This is an optimization exercise on Yosys and OpenROAD, whose aim is small area, a short achievable clock period and few clock cycles per item, not a production implementation. RTL that was checked went through simulation tests only; none was proved equivalent to the original. The RTL of run 1 was laid out without a check of its function.

<file path="design/flow/config.mk">
export PLATFORM = sky130hd
export DESIGN_NAME = clyde_top
export DESIGN_NICKNAME = clyde_top
export VERILOG_FILES = /design/flow/design.v
export SDC_FILE = /design/flow/constraint.sdc
export NUM_CORES = 4
export LEC_CHECK = 0
export CAP_MARGIN = 20
export CORE_MARGIN = 2
export CORE_UTILIZATION = 50
export SETUP_SLACK_MARGIN = 2.0
export SLEW_MARGIN = 20
export SYNTH_HIERARCHICAL = 1
</file>
<file path="design/flow/flow/run.sh">
#!/bin/bash
# Standard layout, with plain buf_1 cells as the port buffers in place of the
# delay buffers buffer_ports picks by default (every port still gets a
# buffer), and a clock tree built from mid-size clock buffers without
# dummy loads.
set -euo pipefail
export BUFFER_PORTS_ARGS="-buffer_cell sky130_fd_sc_hd__buf_1"
export CTS_ARGS="-sink_clustering_enable -repair_clock_nets -dont_use_dummy_load -buf_list {sky130_fd_sc_hd__clkbuf_4 sky130_fd_sc_hd__clkbuf_8}"
bash standard.sh > standard_flow.log 2>&1
</file>
<file path="design/flow/standard.sh">
#!/bin/bash
# synth_recipe.tcl (not shown) runs the flow's synth.tcl, then flattens the netlist and writes it again
# the make line also repeats each setting of config.mk as NAME=value (left out here)
make -C /OpenROAD-flow-scripts/flow DESIGN_CONFIG=/design/flow/config.mk WORK_HOME=/design/flow/orfs CLKGATE_MAP_FILE= SYNTH_SCRIPT=/design/flow/synth_recipe.tcl "${@:-finish}"
</file>
<file path="design/flow/design.v">
`timescale 1ns/1ps
`default_nettype none
module clyde_ctrl (
    input  logic       clk,
    input  logic       arst_n,
    input  logic       start,
    output logic       busy,
    output logic       done,
    output logic       cmd_load,
    output logic [3:0] w_even,
    output logic [3:0] w_odd
);
    localparam logic [3:0] W_INIT = 4'b0001;
    localparam logic [3:0] W_LAST = 4'b1100;
    logic [3:0] w_q;
    logic       last_step;
    logic [3:0] w_after;
    assign w_even    = w_q;
    assign w_odd     = {w_q[2:0], w_q[3] ^ w_q[0]};
    assign w_after   = {w_odd[2:0], w_odd[3] ^ w_odd[0]};
    assign cmd_load  = start & ~busy;
    assign last_step = (w_q == W_LAST);
    always_ff @(posedge clk) begin
        w_q <= busy ? w_after : W_INIT;
    end
    always_ff @(posedge clk or negedge arst_n) begin
        if (!arst_n) begin
            busy <= 1'b0;
            done <= 1'b0;
        end else begin
            done <= busy & last_step;
            busy <= cmd_load | (busy & ~last_step);
        end
    end
endmodule
`default_nettype wire
`timescale 1ns/1ps
`default_nettype none
module clyde_andxor (
    input  logic a,
    input  logic b,
    input  logic c,
    output logic y
);
    assign y = (a & b) ^ c;
endmodule
module clyde_sbox_col (
    input  logic [3:0] x,
    output logic [3:0] y
);
    clyde_andxor u_y1 (.a(x[0]), .b(x[1]), .c(x[2]), .y(y[1]));
    clyde_andxor u_y0 (.a(x[3]), .b(x[0]), .c(x[1]), .y(y[0]));
    clyde_andxor u_y3 (.a(y[1]), .b(x[3]), .c(x[0]), .y(y[3]));
    clyde_andxor u_y2 (.a(y[0]), .b(y[1]), .c(x[3]), .y(y[2]));
endmodule
module clyde_sbox_col_late (
    input  logic [3:0] x,
    output logic [3:0] y
);
    logic n01;
    logic m11;
    clyde_andxor u_y1 (.a(x[0]), .b(x[1]), .c(x[2]), .y(y[1]));
    clyde_andxor u_y0 (.a(x[3]), .b(x[0]), .c(x[1]), .y(y[0]));
    clyde_andxor u_y3 (.a(y[1]), .b(x[3]), .c(x[0]), .y(y[3]));
    assign n01 = ~(x[0] & y[1]);
    assign m11 = x[1] & y[1];
    clyde_andxor u_y2 (.a(x[3]), .b(n01), .c(m11), .y(y[2]));
endmodule
module clyde_sbox_layer #(
    parameter bit LATE_X3 = 1'b0
) (
    input  logic [127:0] state_in,
    output logic [127:0] state_out
);
    for (genvar c = 0; c < 32; c++) begin : g_col
        if (LATE_X3) begin : g_late
            clyde_sbox_col_late u_col (
                .x ({state_in[96+c], state_in[64+c], state_in[32+c], state_in[c]}),
                .y ({state_out[96+c], state_out[64+c], state_out[32+c], state_out[c]})
            );
        end else begin : g_std
            clyde_sbox_col u_col (
                .x ({state_in[96+c], state_in[64+c], state_in[32+c], state_in[c]}),
                .y ({state_out[96+c], state_out[64+c], state_out[32+c], state_out[c]})
            );
        end
    end
endmodule
`default_nettype wire
`timescale 1ns/1ps
`default_nettype none
module clyde_lbox_layer (
    input  logic [127:0] state_in,
    input  logic [3:0]   w_value,
    output logic [127:0] state_out
);
    localparam int LB_ROT_A = 12;
    localparam int LB_ROT_B = 3;
    logic [31:0] r0, r1, r2, r3;
    logic [31:0] x_new0, y_new0, x_new1, y_new1;
    assign r0 = state_in[31:0];
    assign r1 = state_in[63:32];
    assign r2 = state_in[95:64];
    assign r3 = state_in[127:96];
    assign x_new0 = r0 ^ {r1[LB_ROT_A-1:0], r1[31:LB_ROT_A]};
    assign x_new1 = r2 ^ {r3[LB_ROT_A-1:0], r3[31:LB_ROT_A]};
    assign y_new0 = r1 ^ {x_new0[LB_ROT_B-1:0], x_new0[31:LB_ROT_B]};
    assign y_new1 = r3 ^ {x_new1[LB_ROT_B-1:0], x_new1[31:LB_ROT_B]};
    assign state_out = {y_new1[31:1], y_new1[0] ^ w_value[3],
                        x_new1[31:1], x_new1[0] ^ w_value[2],
                        y_new0[31:1], y_new0[0] ^ w_value[1],
                        x_new0[31:1], x_new0[0] ^ w_value[0]};
endmodule
`default_nettype wire
`timescale 1ns/1ps
`default_nettype none
module clyde_tweakey (
    input  logic         clk,
    input  logic         busy,
    input  logic [127:0] tweak,
    input  logic [127:0] key,
    output logic [127:0] tk_value
);
    logic [127:0] tweak_q;
    logic [127:0] tweak_d;
    assign tweak_d = busy ? {tweak_q[63:0], tweak_q[63:0] ^ tweak_q[127:64]} : tweak;
    always_ff @(posedge clk) begin
        tweak_q <= tweak_d;
    end
    assign tk_value = key ^ tweak_d;
endmodule
`default_nettype wire
`timescale 1ns/1ps
`default_nettype none
module clyde_datapath (
    input  logic         clk,
    input  logic [127:0] data_in,
    input  logic [127:0] key,
    input  logic [127:0] tweak,
    input  logic         busy,
    input  logic         cmd_load,
    input  logic [3:0]   w_even,
    input  logic [3:0]   w_odd,
    output logic [127:0] data_out
);
    logic [127:0] state_q;
    logic [127:0] state_d;
    logic [127:0] sbox_a, lbox_a, sbox_b, lbox_b;
    logic [127:0] tk_value;
    clyde_sbox_layer u_sbox_a (.state_in(state_q), .state_out(sbox_a));
    clyde_lbox_layer u_lbox_a (.state_in(sbox_a), .w_value(w_even), .state_out(lbox_a));
    clyde_sbox_layer #(.LATE_X3(1'b1)) u_sbox_b (.state_in(lbox_a), .state_out(sbox_b));
    clyde_lbox_layer u_lbox_b (.state_in(sbox_b), .w_value(w_odd), .state_out(lbox_b));
    clyde_tweakey u_tweakey (
        .clk      (clk),
        .busy     (busy),
        .tweak    (tweak),
        .key      (key),
        .tk_value (tk_value)
    );
    always_comb begin
        if (busy)          state_d = lbox_b ^ tk_value;
        else if (cmd_load) state_d = data_in ^ tk_value;
        else               state_d = state_q;
    end
    always_ff @(posedge clk) begin
        state_q <= state_d;
    end
    assign data_out = state_q;
endmodule
`default_nettype wire
`timescale 1ns/1ps
`default_nettype none
module clyde_top (
    input  logic         clk,
    input  logic         arst_n,
    input  logic         start,
    input  logic [127:0] data_in,
    input  logic [127:0] key,
    input  logic [127:0] tweak,
    output logic [127:0] data_out,
    output logic         busy,
    output logic         done
);
    logic       cmd_load;
    logic [3:0] w_even;
    logic [3:0] w_odd;
    clyde_ctrl u_ctrl (
        .clk      (clk),
        .arst_n   (arst_n),
        .start    (start),
        .busy     (busy),
        .done     (done),
        .cmd_load (cmd_load),
        .w_even   (w_even),
        .w_odd    (w_odd)
    );
    clyde_datapath u_datapath (
        .clk      (clk),
        .data_in  (data_in),
        .key      (key),
        .tweak    (tweak),
        .busy     (busy),
        .cmd_load (cmd_load),
        .w_even   (w_even),
        .w_odd    (w_odd),
        .data_out (data_out)
    );
endmodule
`default_nettype wire
</file>
<file path="design/flow/constraint.sdc">
create_clock -name core_clock -period 6.0 [get_ports {clk}]
set_input_delay 1.2000 -clock core_clock [delete_from_list [all_inputs] [get_ports {clk}]]
set_output_delay 1.2000 -clock core_clock [all_outputs]
set_load 0.01 [all_outputs]
</file>
==> summary.txt, run 1 <==
Critical R2R Launch u_datapath.state_q[125]$_DFFE_PP_; mean post-synth cell area 10.37 um^2; synth warn 9; DRT antenna net count 0; setup TNS 0 ps; synth unique cells 22; Hold/Removal Path Class input port to async pin; Post CTS Setup Buffer Count 0; Final Max Slew Viols 0; CTS H-Tree Depth 2; register bit total from synthesis 262; outcome no timing/DRC/antenna violations; post-layout min period 3917 ps; Crit Path Max Fanout 5; CTS sink cnt 262; worst skew pair latency 620 ps; router iterations before antenna repair 5; vias per cell 4.942; synthesized area 18620 um^2; RSZ-0062 raised after global routing true; clk root buf clkbuf_8; CP Data Arrival Time 4280 ps; Max Cap Viol 0; gr usage total 27.78%; grt ovf 0; Core ar. 36610 um^2; initial antenna violation count 3; Via Count 13790; port buffer count 516; Area growth, synth to finish 17.69%; total CTS buffers 47; Setup crit end kind register; CTS max path bufs 3; commonest non-fill, non-tap cell in the layout buf_1; sequential-to-total area share from yosys stat 35.11%; Max Clock Freq 255.3 MHz; Worst R2R End u_datapath.state_q[107]$_DFFE_PP_; final setup fails 0; vias in the first global route 14120; final hold violations 0; drt drc 0; CP Launch Type register; Hold Buf Count CTS 0; drt wl/cell 19.91 um; initial drt markers 619; largest cells by area after synthesis xnor2_1 (22%), edfxtp_1 (21%), xor2_1 (17%), dfxtp_1 (14%), mux2i_1 (6.9%); Post-layout nets 2711; Slew HR 39.69%; largest net degree at the start of global routing 129; Post-Synthesis Cells 1796; row count 70; worst reg-to-reg setup slack 2080 ps; CP Class register to register; initial core utilization 50.86%; syn_nets 2183; first-pass GRT wire length 81070 um; Post-DP HPWL 44940 um; Die X 197.0 um; Final GP Congestion 0.8789; Final period util 65.28%; worst slew pin tran 904.7 ps; worst clock skew 32.05 ps; Die ar. 38800 um^2; CTS tree yes; die span in y 197.0 um; Routed WL 55580 um; IO Count 517; Finished Layout Cells 2791; most frequent cells in the layout buf_1 (516), xnor2_1 (428), xor2_1 (358); Cells after DPL 2743; largest area contributor in the netlist xnor2_1; share of cells above drive strength 1 10.21%; Worst EP required 6370 ps; CTS clk-pin slew, worst paths 60 ps; worst-case reg-to-reg path depth 12; top cell type's share of synthesized area 22.01%
[flip-flops by register name, summed over array words and instances (netlist names)]
register	flops
u_ctrl.done	1
u_ctrl.busy	1
u_datapath.u_tweakey.tweak_q	128
u_datapath.state_q	128
u_ctrl.w_q	4
[Yosys cell counts]
cell	number
a21oi_2	64
buf_2	9
xnor2_1	468
mux2_2	14
buf_4	14
xor2_1	372
mux2_4	50
edfxtp_1	128
nand2b_1	1
buf_6	19
xor2_2	1
mux2_1	1
dfrtp_1	2
nand2_1	289
nor2_1	65
and2_1	35
dfxtp_1	132
nor2b_1	1
o22a_1	1
nand4b_1	1
or2_2	1
mux2i_1	128
[Yosys stat by module (local to each module, per instance), excerpt]
module	cells	flip-flops and latches
clyde_tweakey	533	128
clyde_andxor	2	0
clyde_datapath	400	128
clyde_ctrl	23	6
clyde_sbox_col_late	2	0
clyde_lbox_layer	132	0
[worst max-delay path by stage]
stage | slack [ps] | cells past startpoint | end | start
after floorplan | 2680 | 2 | u_datapath.state_q[0]$_DFFE_PP_ | start
after global placement | 1490 | 11 | u_datapath.state_q[97]$_DFFE_PP_ | u_datapath.state_q[95]$_DFFE_PP_
after detailed placement | 1560 | 12 | u_datapath.state_q[97]$_DFFE_PP_ | u_datapath.state_q[63]$_DFFE_PP_
after CTS | 1910 | 12 | u_datapath.state_q[97]$_DFFE_PP_ | u_datapath.state_q[63]$_DFFE_PP_
after global routing | 1870 | 12 | u_datapath.state_q[97]$_DFFE_PP_ | u_datapath.state_q[31]$_DFFE_PP_
final | 2080 | 12 | u_datapath.state_q[107]$_DFFE_PP_ | u_datapath.state_q[125]$_DFFE_PP_
[timing repair]
action / CTS / global route
hold endpoints to repair: 0 / 0
setup endpoints to repair: 14 / 39
gates cloned: 0 / 0
gates resized for setup: 12 / 43
[critical path, stage by stage (launching register included)]
cell and delay [ps]:
edfxtp_1 430, nand2_1 90, xnor2_1 440, xor2_2 400, xor2_1 340, nand2_1 150
xnor2_2 340, nand2_1 120, xnor2_1 390, xor2_1 410, xor2_1 260, mux2i_1 130
xnor2_1 160
[metal layers]
metal / global-route usage (%) / share of wire [%] / vias to the layer above / wire, um
li1: - / - / 6803 / -
met1: 33.48 / 41 / 6470 / 22930
met2: 49.29 / 50 / 431 / 27670
met3: 5.476 / 6.0 / 85 / 3355
met4: 9.719 / 2.9 / 4 / 1599
met5: 0 / 0.045 / - / 25
[layout make-up]
| cell class | instances | area (um^2) |
|---|---|---|
| flip-flops and latches | 262 | 6540 |
| repair buffers | 521 | 1999 |
| fillers | 3394 | 14700 |
| diodes | 1 | 2.502 |
| clock buffers | 47 | 646.9 |
| well taps | 468 | 585.6 |
| multi-input cells | 1492 | 12140 |
[cell families after synthesis]
kind of cell / count (synthesis) / share of synthesized area, %
buf+inv: 42 / 1.956
simple gates: 393 / 8.461
mux: 193 / 11.82
compound gates: 65 / 3.058
xor+xnor: 841 / 39.60
flops: 262 / 35.11
[stage by stage]
| step | area [um^2] | setup WS, ps | hold slack [ps] | utilization, % |
|---|---|---|---|---|
| 2_1_floorplan | 18620 | 2679 | 443.3 | - |
| 3_3_place_gp | 20850 | 1487 | 504.0 | 56.94 |
| 3_5_place_dp | 20850 | 1556 | 511.4 | 56.94 |
| 4_1_cts | 21580 | 1911 | 331.6 | 58.95 |
| 5_1_grt | 21910 | 1874 | 363.8 | 59.85 |
| 6_report | 21910 | 2083 | 376.1 | 59.85 |
==> run 2: changes to the inputs <==
--- a/design/flow/design.v
+++ b/design/flow/design.v
@@ -37,53 +37,19 @@
 `timescale 1ns/1ps
 `default_nettype none
-module clyde_andxor (
-    input  logic a,
-    input  logic b,
-    input  logic c,
-    output logic y
-);
-    assign y = (a & b) ^ c;
-endmodule
-module clyde_sbox_col (
-    input  logic [3:0] x,
-    output logic [3:0] y
-);
-    clyde_andxor u_y1 (.a(x[0]), .b(x[1]), .c(x[2]), .y(y[1]));
-    clyde_andxor u_y0 (.a(x[3]), .b(x[0]), .c(x[1]), .y(y[0]));
-    clyde_andxor u_y3 (.a(y[1]), .b(x[3]), .c(x[0]), .y(y[3]));
-    clyde_andxor u_y2 (.a(y[0]), .b(y[1]), .c(x[3]), .y(y[2]));
-endmodule
-module clyde_sbox_col_late (
-    input  logic [3:0] x,
-    output logic [3:0] y
-);
-    logic n01;
-    logic m11;
-    clyde_andxor u_y1 (.a(x[0]), .b(x[1]), .c(x[2]), .y(y[1]));
-    clyde_andxor u_y0 (.a(x[3]), .b(x[0]), .c(x[1]), .y(y[0]));
-    clyde_andxor u_y3 (.a(y[1]), .b(x[3]), .c(x[0]), .y(y[3]));
-    assign n01 = ~(x[0] & y[1]);
-    assign m11 = x[1] & y[1];
-    clyde_andxor u_y2 (.a(x[3]), .b(n01), .c(m11), .y(y[2]));
-endmodule
-module clyde_sbox_layer #(
-    parameter bit LATE_X3 = 1'b0
-) (
+module clyde_sbox_layer (
     input  logic [127:0] state_in,
     output logic [127:0] state_out
 );
-    for (genvar c = 0; c < 32; c++) begin : g_col
-        if (LATE_X3) begin : g_late
-            clyde_sbox_col_late u_col (
-                .x ({state_in[96+c], state_in[64+c], state_in[32+c], state_in[c]}),
-                .y ({state_out[96+c], state_out[64+c], state_out[32+c], state_out[c]})
-            );
-        end else begin : g_std
-            clyde_sbox_col u_col (
-                .x ({state_in[96+c], state_in[64+c], state_in[32+c], state_in[c]}),
-                .y ({state_out[96+c], state_out[64+c], state_out[32+c], state_out[c]})
-            );
-        end
-    end
+    logic [31:0] x0, x1, x2, x3;
+    logic [31:0] y0, y1, y2, y3;
+    assign x0 = state_in[31:0];
+    assign x1 = state_in[63:32];
+    assign x2 = state_in[95:64];
+    assign x3 = state_in[127:96];
+    assign y1 = (x0 & x1) ^ x2;
+    assign y0 = (x3 & x0) ^ x1;
+    assign y3 = (y1 & x3) ^ x0;
+    assign y2 = (y0 & y1) ^ x3;
+    assign state_out = {y3, y2, y1, y0};
 endmodule
 `default_nettype wire
@@ -150,5 +116,5 @@
     clyde_sbox_layer u_sbox_a (.state_in(state_q), .state_out(sbox_a));
     clyde_lbox_layer u_lbox_a (.state_in(sbox_a), .w_value(w_even), .state_out(lbox_a));
-    clyde_sbox_layer #(.LATE_X3(1'b1)) u_sbox_b (.state_in(lbox_a), .state_out(sbox_b));
+    clyde_sbox_layer u_sbox_b (.state_in(lbox_a), .state_out(sbox_b));
     clyde_lbox_layer u_lbox_b (.state_in(sbox_b), .w_value(w_odd), .state_out(lbox_b));
     clyde_tweakey u_tweakey (
==> design/flow/run.sh (new file) <==
#!/bin/bash
# synth_recipe.tcl (not shown) runs the flow's synth.tcl, then flattens the netlist and writes it again
# the make line also repeats each setting of config.mk as NAME=value (left out here)
make -C /OpenROAD-flow-scripts/flow DESIGN_CONFIG=/design/flow/config.mk WORK_HOME=/design/flow/orfs CLKGATE_MAP_FILE= SYNTH_SCRIPT=/design/flow/synth_recipe.tcl finish
--- a/design/flow/config.mk
+++ b/design/flow/config.mk
@@ -8,6 +8,4 @@
 export CAP_MARGIN = 20
 export CORE_MARGIN = 2
-export CORE_UTILIZATION = 50
-export SETUP_SLACK_MARGIN = 2.0
+export CORE_UTILIZATION = 40
 export SLEW_MARGIN = 20
-export SYNTH_HIERARCHICAL = 1
removed: design/flow/flow/run.sh
removed: design/flow/standard.sh
==> run 2 against run 1 <==
Compared with the run above: final cell count grew 23%; register-to-register slack lost 70 ps; clock skew shrank 17 ps; critical path type unchanged.
==> summary.txt, run 2 <==
commonest non-fill, non-tap cell in the layout clkdlybuf4s50_1 (was buf_1); row count 85 (was 70); fill cell count 4862 (was 3394); post-layout min period 3990 ps (was 3917 ps); worst skew pair latency 600 ps (was 620 ps); port buffer count 516 (unchanged); gr usage total 24.11% (was 27.78%); Final period util 66.49% (was 65.28%); Post-layout nets 3082 (was 2711); synthesized area 21540 um^2 (was 18620 um^2); Final Max Slew Viols 0 (unchanged); setup TNS 0 ps (unchanged); Slowest-stage cell, CP a311oi_1 (was xnor2_1); CTS max path bufs 3 (unchanged); CP Class register to register (unchanged); Post CTS Setup Buffer Count 0 (unchanged); drt drc 0 (unchanged); top cell type's share of synthesized area 17.97% (was 22.01%); largest cells by area after synthesis xnor2_1 (18%), edfxtp_1 (18%), dfxtp_1 (12%), xor2_1 (8.0%), xnor3_1 (6.5%) (was xnor2_1 (22%), edfxtp_1 (21%), xor2_1 (17%), dfxtp_1 (14%), mux2i_1 (6.9%)); Crit Path Max Fanout 8 (was 5); drt wl/cell 20.39 um (was 19.91 um); initial core utilization 40.26% (was 50.86%); WP buf/inv 0 (unchanged); grt ovf 0 (unchanged); Post-synth EDFFs 128 (unchanged); met1 wire length 29500 um (was 22930 um); Hold Buf Count CTS 0 (unchanged); Hold/Removal Path Class register to register (was input port to async pin); total CTS buffers 31 (was 47); worst slew pin tran 1026 ps (was 904.7 ps); Area growth, synth to finish 32.21% (was 17.69%); async set-reset flop share out of synthesis 0.7634% (unchanged); most common cell in the netlist xnor2_1 (unchanged); CTS clk-pin slew, worst paths 60 ps (about the same); worst clock skew 15.22 ps (was 32.05 ps); CTS tree yes (unchanged); synth warn 3 (was 9); Post-DP HPWL 55890 um (was 44940 um); met2 wire length 33820 um (was 27670 um); outcome no timing/DRC/antenna violations (unchanged); CP Launch Type register (unchanged); Slew HR 31.13% (was 39.69%); vias per cell 5.223 (was 4.942); Core ar. 53500 um^2 (was 36610 um^2); met3 WL post-DR 3956 um (was 3355 um); most frequent cells in the layout clkdlybuf4s50_1 (516), xnor2_1 (442), nor2_1 (207) (was buf_1 (516), xnor2_1 (428), xor2_1 (358)); Setup crit end kind register (unchanged); Worst EP required 6330 ps (was 6370 ps); largest net degree at the start of global routing 144 (was 129); synth unique cells 93 (was 22); Via Count 17870 (was 13790); CTS H-Tree Depth 1 (was 2); Die X 236.0 um (was 197.0 um); first-pass GRT wire length 103800 um (was 81070 um); sequential-to-total area share from yosys stat 30.35% (was 35.11%); initial drt markers 961 (was 619); worst reg-to-reg setup slack 2010 ps (was 2080 ps); Routed WL 69750 um (was 55580 um); list of most frequent post-synthesis cells xnor2_1 (442), nor2_1 (207), xor2_1 (197), a21oi_1 (185), dfxtp_1 (132) (was xnor2_1 (468), xor2_1 (372), nand2_1 (289), dfxtp_1 (132)); final setup fails 0 (unchanged); Final GP Congestion 0.8789 (unchanged); # resized after CTS 0 (was 12); cells along the critical path and4b_1, a311oi_1, nand3_1, and3_1, o2111a_1, or4_1, xor2_1, nand2_1, o21ai_1, xnor3_1 (was nand2_1, xnor2_1, xor2_2, xor2_1, nand2_1, xnor2_2, nand2_1, xnor2_1, xor2_1, xor2_1, mux2i_1, xnor2_1); syn_nets 2576 (was 2183); die span in y 236.0 um (was 197.0 um); RSZ-0062 raised after global routing false (was true); mean post-synth cell area 9.839 um^2 (was 10.37 um^2); Max Cap Viol 0 (unchanged); Die ar. 55710 um^2 (was 38800 um^2); router iterations before antenna repair 7 (was 5); IO Count 517 (unchanged); top_reg_cell synth dfxtp_1 (unchanged); largest area contributor in the netlist xnor2_1 (unchanged); final hold violations 0 (unchanged); vias in the first global route 17840 (was 14120); DRT antenna net count 0 (unchanged); CTS sink cnt 262 (unchanged); CP Data Arrival Time 4320 ps (was 4280 ps); Max Clock Freq 250.6 MHz (was 255.3 MHz); initial antenna violation count 9 (was 3); Largest regs u_datapath.state_q x128, u_datapath.u_tweakey.tweak_q x128, u_ctrl.w_q x4 (unchanged); Worst path top cell family by delay simple AND/OR/NAND/NOR gates (was XOR/XNOR gates); clk root buf clkbuf_16 (was clkbuf_8); CP max stage delay 770 ps (was 440 ps); Post-Synthesis Cells 2189 (was 1796); top sig layer met5 (unchanged); register bit total from synthesis 262 (unchanged); share of cells above drive strength 1 6.696% (was 10.21%)
## run 2: cells by family after synthesis
kind of cell    count (synthesis)  synth area share [%]
compound gates                421                 12.40
xor+xnor                      733                 35.54
fa+ha+maj                      17                0.7901
buf+inv                        75                 1.400
flops                         262                 30.35
mux                           160                 7.918
simple gates                  521                 11.60
## run 2: worst paths after layout
check / startpoint / end / cells past startpoint
setup / recovery: u_datapath.state_q[70]$_DFFE_PP_ / u_datapath.state_q[75]$_DFFE_PP_ / 10
hold / removal: u_datapath.u_tweakey.tweak_q[16]$_DFF_P_ / u_datapath.u_tweakey.tweak_q[80]$_DFF_P_ / 1
min in group asynchronous: arst_n / u_ctrl.busy$_DFF_PN0_ / 1
setup reg to reg: u_datapath.state_q[70]$_DFFE_PP_ / u_datapath.state_q[75]$_DFFE_PP_ / 10
hold reg to reg: u_datapath.u_tweakey.tweak_q[16]$_DFF_P_ / u_datapath.u_tweakey.tweak_q[80]$_DFF_P_ / 1
max in group asynchronous: arst_n / u_ctrl.busy$_DFF_PN0_ / 1
## run 2: layout make-up
type	instances	area, um^2	area share, %
Multi-Input combinational cell	1852	14700	51.62
Timing Repair Buffer	525	5258	18.46
Clock buffer	46	913.4	3.208
Clock inverter	10	83.83	0.2944
Sequential cell	262	6540	22.97
Inverter	23	91.34	0.3208
Antenna cell	7	17.52	0.06152
Tap cell	696	870.8	3.058
## run 2: layer usage
layer  up-vias  track usage, %
li1       8720               -
met1      8541           30.03
met2       500           42.18
met3       104           4.119
met4         4           7.971
met5         -               0
## run 2: metrics by stage
| step | setup WS [ps] | utilization (%) | std cells | instance area [um^2] | hold slack [ps] |
|---|---|---|---|---|---|
| 5_1_grt | 1788 | 53.22 | 3420 | 28470 | 556.7 |
| 3_5_place_dp | 2024 | 51.33 | 3358 | 27460 | 526.4 |
| 3_3_place_gp | 2141 | 51.33 | 3358 | 27460 | 510.1 |
| 4_1_cts | 2012 | 53.19 | 3414 | 28460 | 541.5 |
| 6_report | 2010 | 53.23 | 3421 | 28470 | 539.1 |
| 2_1_floorplan | 1396 | - | 2189 | 21540 | 483.6 |
Testbench counts of run 2, summed over its fixed seeds: cycles 1,800, blocks 256.

[separate check: timing with driven ports]
The results above use ideal ports. As a check the final layouts listed here were re-extracted and re-timed, cells and wires unchanged.
Step 1: set_driving_cell puts a clkbuf_16 on clk and a buf_2 on each other input, an assumption about the parent block.
Step 2 times the ports against the registers' clock, not the clock port: input delays grow and output delays shrink by t, the midpoint of the rising clock arrivals with the driver on.
Three values: no drivers, after step 1, after step 2; two values: the first two.
run	t (ns)	setup slack, ns	hold slack, ns	pins driven straight from the clock port
run 1	0.659	2.083 / 2.083 / 2.083	0.376 / 0.372 / 0.524	1
run 2	0.645	2.010 / 2.010 / 2.010	0.539 / 0.539 / 0.539	1
After both steps setup and hold are still met in every run listed.
